Context: an optimization exercise on an open-source flow, tuned for small area. The choices shown serve that exercise and are no tape-out recipe.
Function was checked by simulation only, so behaviour that the tests miss may differ from the original.
No activity file was given, so power comes from the tool's default toggle rates.

==> flow/design.v <==
package regfile_pipe_pkg;
  localparam int unsigned DefDataW = 32;
  localparam int unsigned DefAddrW = 5;
  localparam int unsigned DefNrd   = 2;
  typedef logic [DefAddrW-1:0] reg_idx_t;
  function automatic logic is_reg_zero(input reg_idx_t idx);
    is_reg_zero = (idx == '0);
  endfunction
endpackage
module regfile_aoi3 #(
  parameter int unsigned W = 16
) (
  input  logic [2:0]   s,
  input  logic [W-1:0] d0,
  input  logic [W-1:0] d1,
  input  logic [W-1:0] d2,
  output logic [W-1:0] y_n
);
  assign y_n = ~(({W{s[0]}} & d0) | ({W{s[1]}} & d1) | ({W{s[2]}} & d2));
endmodule
module regfile_nor #(
  parameter int unsigned W = 3
) (
  input  logic [W-1:0] a_n,
  input  logic [W-1:0] b_n,
  output logic [W-1:0] y
);
  assign y = ~(a_n | b_n);
endmodule
module regfile_rdport #(
  parameter int unsigned DATA_W = regfile_pipe_pkg::DefDataW,
  parameter int unsigned NT     = 33,
  parameter int unsigned NS     = 2     
) (
  input  logic [NT-1:0]        t_an,
  input  logic [NT-1:0]        t_bn,
  input  logic [NT*DATA_W-1:0] t_dat,
  output logic [DATA_W-1:0]    data_d
);
  localparam int unsigned NG = 11;   
  localparam int unsigned SW = DATA_W / NS;
  logic [DATA_W-1:0] g_n [NG];
  for (genvar g = 0; g < int'(NG); g++) begin : g_grp
    for (genvar h = 0; h < int'(NS); h++) begin : g_slice
      logic [2:0] s;
      regfile_nor #(.W(3)) u_sel (
        .a_n (t_an[3*g +: 3]),
        .b_n (t_bn[3*g +: 3]),
        .y   (s)
      );
      regfile_aoi3 #(.W(SW)) u_aoi (
        .s   (s),
        .d0  (t_dat[(3*g)*DATA_W + h*SW +: SW]),
        .d1  (t_dat[(3*g+1)*DATA_W + h*SW +: SW]),
        .d2  (t_dat[(3*g+2)*DATA_W + h*SW +: SW]),
        .y_n (g_n[g][h*SW +: SW])
      );
    end
  end
  assign data_d = ~(g_n[0] & g_n[1] & g_n[2] & g_n[3]) |
                  ~(g_n[4] & g_n[5] & g_n[6] & g_n[7]) |
                  ~(g_n[8] & g_n[9] & g_n[10]);
endmodule
module regfile_inv #(
  parameter int unsigned W = 32
) (
  input  logic [W-1:0] a,
  output logic [W-1:0] y
);
  assign y = ~a;
endmodule
module regfile_dec #(
  parameter int unsigned AW = 5
) (
  input  logic               en,
  input  logic [AW-1:0]      a,
  output logic [(1<<AW)-1:0] y_n
);
  for (genvar i = 0; i < (1 << AW); i++) begin : g_y
    assign y_n[i] = !(en && (a == AW'(i)));
  end
endmodule
module regfile_pipe #(
  parameter int unsigned       DATA_W    = regfile_pipe_pkg::DefDataW,
  parameter int unsigned       ADDR_W    = regfile_pipe_pkg::DefAddrW,
  parameter int unsigned       NRD       = regfile_pipe_pkg::DefNrd,
  parameter int unsigned       ZERO_REG  = 1,
  parameter logic [DATA_W-1:0] RESET_VAL = '0
) (
  input  logic                  clk,
  input  logic                  rst,
  input  logic [NRD-1:0]        rd_en,
  input  logic [NRD*ADDR_W-1:0] rd_addr,
  output logic [NRD*DATA_W-1:0] rd_data,
  output logic [NRD-1:0]        rd_valid,
  output logic [NRD-1:0]        rd_busy,
  input  logic                  wr_en,
  input  logic [ADDR_W-1:0]     wr_addr,
  input  logic [DATA_W-1:0]     wr_data,
  input  logic                  rsv_en,
  input  logic [ADDR_W-1:0]     rsv_addr,
  output logic                  busy_any
);
  localparam int unsigned DEPTH = 1 << ADDR_W;
  localparam int unsigned NT    = DEPTH + 1;
  logic [DATA_W-1:0]     regs_q [1:DEPTH-1];
  logic [DEPTH-1:0]      wsel;        
  logic [DEPTH-1:0]      vld_q;       
  logic [DEPTH-1:0]      busy_d, busy_q;
  logic                  busy_any_q;
  logic [DATA_W-1:0]     rdata_q [NRD];
  logic [NRD-1:0]        rvalid_q, rbusy_q;
  logic [DEPTH-1:0] wdec_n, sdec_n, ok_n;
  regfile_dec #(.AW(ADDR_W)) u_wdec (.en(wr_en),  .a(wr_addr),  .y_n(wdec_n));
  regfile_dec #(.AW(ADDR_W)) u_sdec (.en(rsv_en), .a(rsv_addr), .y_n(sdec_n));
  assign wsel = {~wdec_n[DEPTH-1:1], 1'b0};
  assign busy_d = {(busy_q[DEPTH-1:1] & wdec_n[DEPTH-1:1]) | ~sdec_n[DEPTH-1:1], 1'b0};
  assign ok_n = ~vld_q | ~wdec_n;
  always_ff @(posedge clk) begin
    if (rst) begin
      vld_q      <= '0;
      busy_q     <= '0;
      busy_any_q <= 1'b0;
    end else begin
      vld_q      <= vld_q | wsel;
      busy_q     <= busy_d;
      busy_any_q <= |busy_d;
    end
  end
  logic [DEPTH-1:0] wen_lo, wen_hi;
  regfile_inv #(.W(DEPTH)) u_wen_lo (.a(wdec_n), .y(wen_lo));
  regfile_inv #(.W(DEPTH)) u_wen_hi (.a(wdec_n), .y(wen_hi));
  always_ff @(posedge clk) begin
    for (int i = 1; i < int'(DEPTH); i++) begin
      if (wen_lo[i]) begin
        regs_q[i][DATA_W/2-1:0] <= wr_data[DATA_W/2-1:0];
      end
      if (wen_hi[i]) begin
        regs_q[i][DATA_W-1:DATA_W/2] <= wr_data[DATA_W-1:DATA_W/2];
      end
    end
  end
  for (genvar p = 0; p < int'(NRD); p++) begin : g_rdport
    logic [ADDR_W-1:0]    addr;
    logic                 act, hold;
    logic [DEPTH-1:0]     rdec_n;      
    logic [NT-1:0]        t_an, t_bn;
    logic [NT*DATA_W-1:0] t_dat;
    logic [DATA_W-1:0]    data_d;
    assign addr = rd_addr[p*ADDR_W +: ADDR_W];
    assign act  = rd_en[p] && !rst;
    assign hold = !rd_en[p] && !rst;
    regfile_dec #(.AW(ADDR_W)) u_rdec (.en(act), .a(addr), .y_n(rdec_n));
    assign t_an[0] = !(act && wr_en && (wr_addr == addr) && (addr != '0));
    assign t_bn[0] = 1'b0;
    assign t_dat[0 +: DATA_W] = wr_data;
    assign t_an[1] = !hold;
    assign t_bn[1] = 1'b0;
    assign t_dat[DATA_W +: DATA_W] = rdata_q[p];
    for (genvar i = 1; i < int'(DEPTH); i++) begin : g_sel
      assign t_an[i+1] = rdec_n[i];
      assign t_bn[i+1] = ok_n[i];
      assign t_dat[(i+1)*DATA_W +: DATA_W] = regs_q[i];
    end
    regfile_rdport #(
      .DATA_W (DATA_W),
      .NT     (NT)
    ) u_rdport (
      .t_an   (t_an),
      .t_bn   (t_bn),
      .t_dat  (t_dat),
      .data_d (data_d)
    );
    always_ff @(posedge clk) begin
      rdata_q[p]  <= data_d;
      rbusy_q[p]  <= |(~rdec_n & busy_d) || (hold && rbusy_q[p]);
      rvalid_q[p] <= act;
    end
    assign rd_data[p*DATA_W +: DATA_W] = rdata_q[p];
  end
  assign rd_valid = rvalid_q;
  assign rd_busy  = rbusy_q;
  assign busy_any = busy_any_q;
endmodule
==> flow/config.mk <==
export PLATFORM = sky130hd
export DESIGN_NAME = regfile_pipe
export DESIGN_NICKNAME = regfile_pipe
export VERILOG_FILES = /design/flow/design.v
export SDC_FILE = /design/flow/constraint.sdc
export NUM_CORES = 4
export LEC_CHECK = 0
export CAP_MARGIN = 10
export CORE_MARGIN = 2
export CORE_UTILIZATION = 65
export GPL_TIMING_DRIVEN = 0
export SLEW_MARGIN = 10
export SYNTH_HIERARCHICAL = 1
==> flow/constraint.sdc <==
create_clock -name core_clock -period 5.0 [get_ports {clk}]
set_input_delay 1.0000 -clock core_clock [delete_from_list [all_inputs] [get_ports {clk}]]
set_output_delay 1.0000 -clock core_clock [all_outputs]
set_load 0.01 [all_outputs]
standard.sh (not shown) runs the stock make flow with config.mk's settings and CLKGATE_MAP_FILE= SYNTH_SCRIPT=/design/flow/synth_recipe.tcl, a recipe that flattens the netlist after the stock synthesis.
==> flow/flow/run.sh <==
#!/bin/bash
set -euo pipefail
bash standard.sh \
  "BUFFER_PORTS_ARGS=-buffer_cell sky130_fd_sc_hd__buf_1" \
  "CTS_ARGS=-sink_clustering_enable -repair_clock_nets -dont_use_dummy_load -buf_list sky130_fd_sc_hd__clkbuf_16 -sink_clustering_size 25 -sink_clustering_max_diameter 150" \
  finish > flow_standard.log 2>&1
The baseline produced a clean layout.
Next try:
- GPL_TIMING_DRIVEN: 0 -> default
Outcome: Final area came out lower by 0.30%; power came out higher by 0.53%; worst setup slack improves by 93 ps; first-iteration DRC count came out higher by 14%; die area is unchanged; core utilization came out lower by 0.21 points; maximum frequency came out higher by 2.2%; sequential power barely changes; non-clock buffer count came out higher by 6.

==> re-timing with driven ports <==
How much do the figures lean on ideal ports? The routed layouts below were timed once more, with nothing changed but the port constraints. Step 1 sets driving cells, clkbuf_16 on the clock port and buf_2 on the other inputs (assumed; they add their load-dependent delay and slew). Step 2 also shifts input and output timing later by t, the mid clock arrival at the registers, as if the neighbouring blocks saw the same clock. Three values: no drivers, after step 1, after step 2; two values: the first two.
| run | t, ns | slack for setup (ns) | clock arrival spread, ns |
|---|---|---|---|
| the first run | 0.700 | 0.768 / 0.812 / 0.112 | 0.069 / 0.070 |
| the second run | 0.722 | 0.860 / 0.905 / 0.184 | 0.095 / 0.095 |
After both steps setup and hold are still met in every run listed. The setup slack of the second run, which loses most, moves by +0.045 ns with the drivers and by -0.676 ns with both steps.
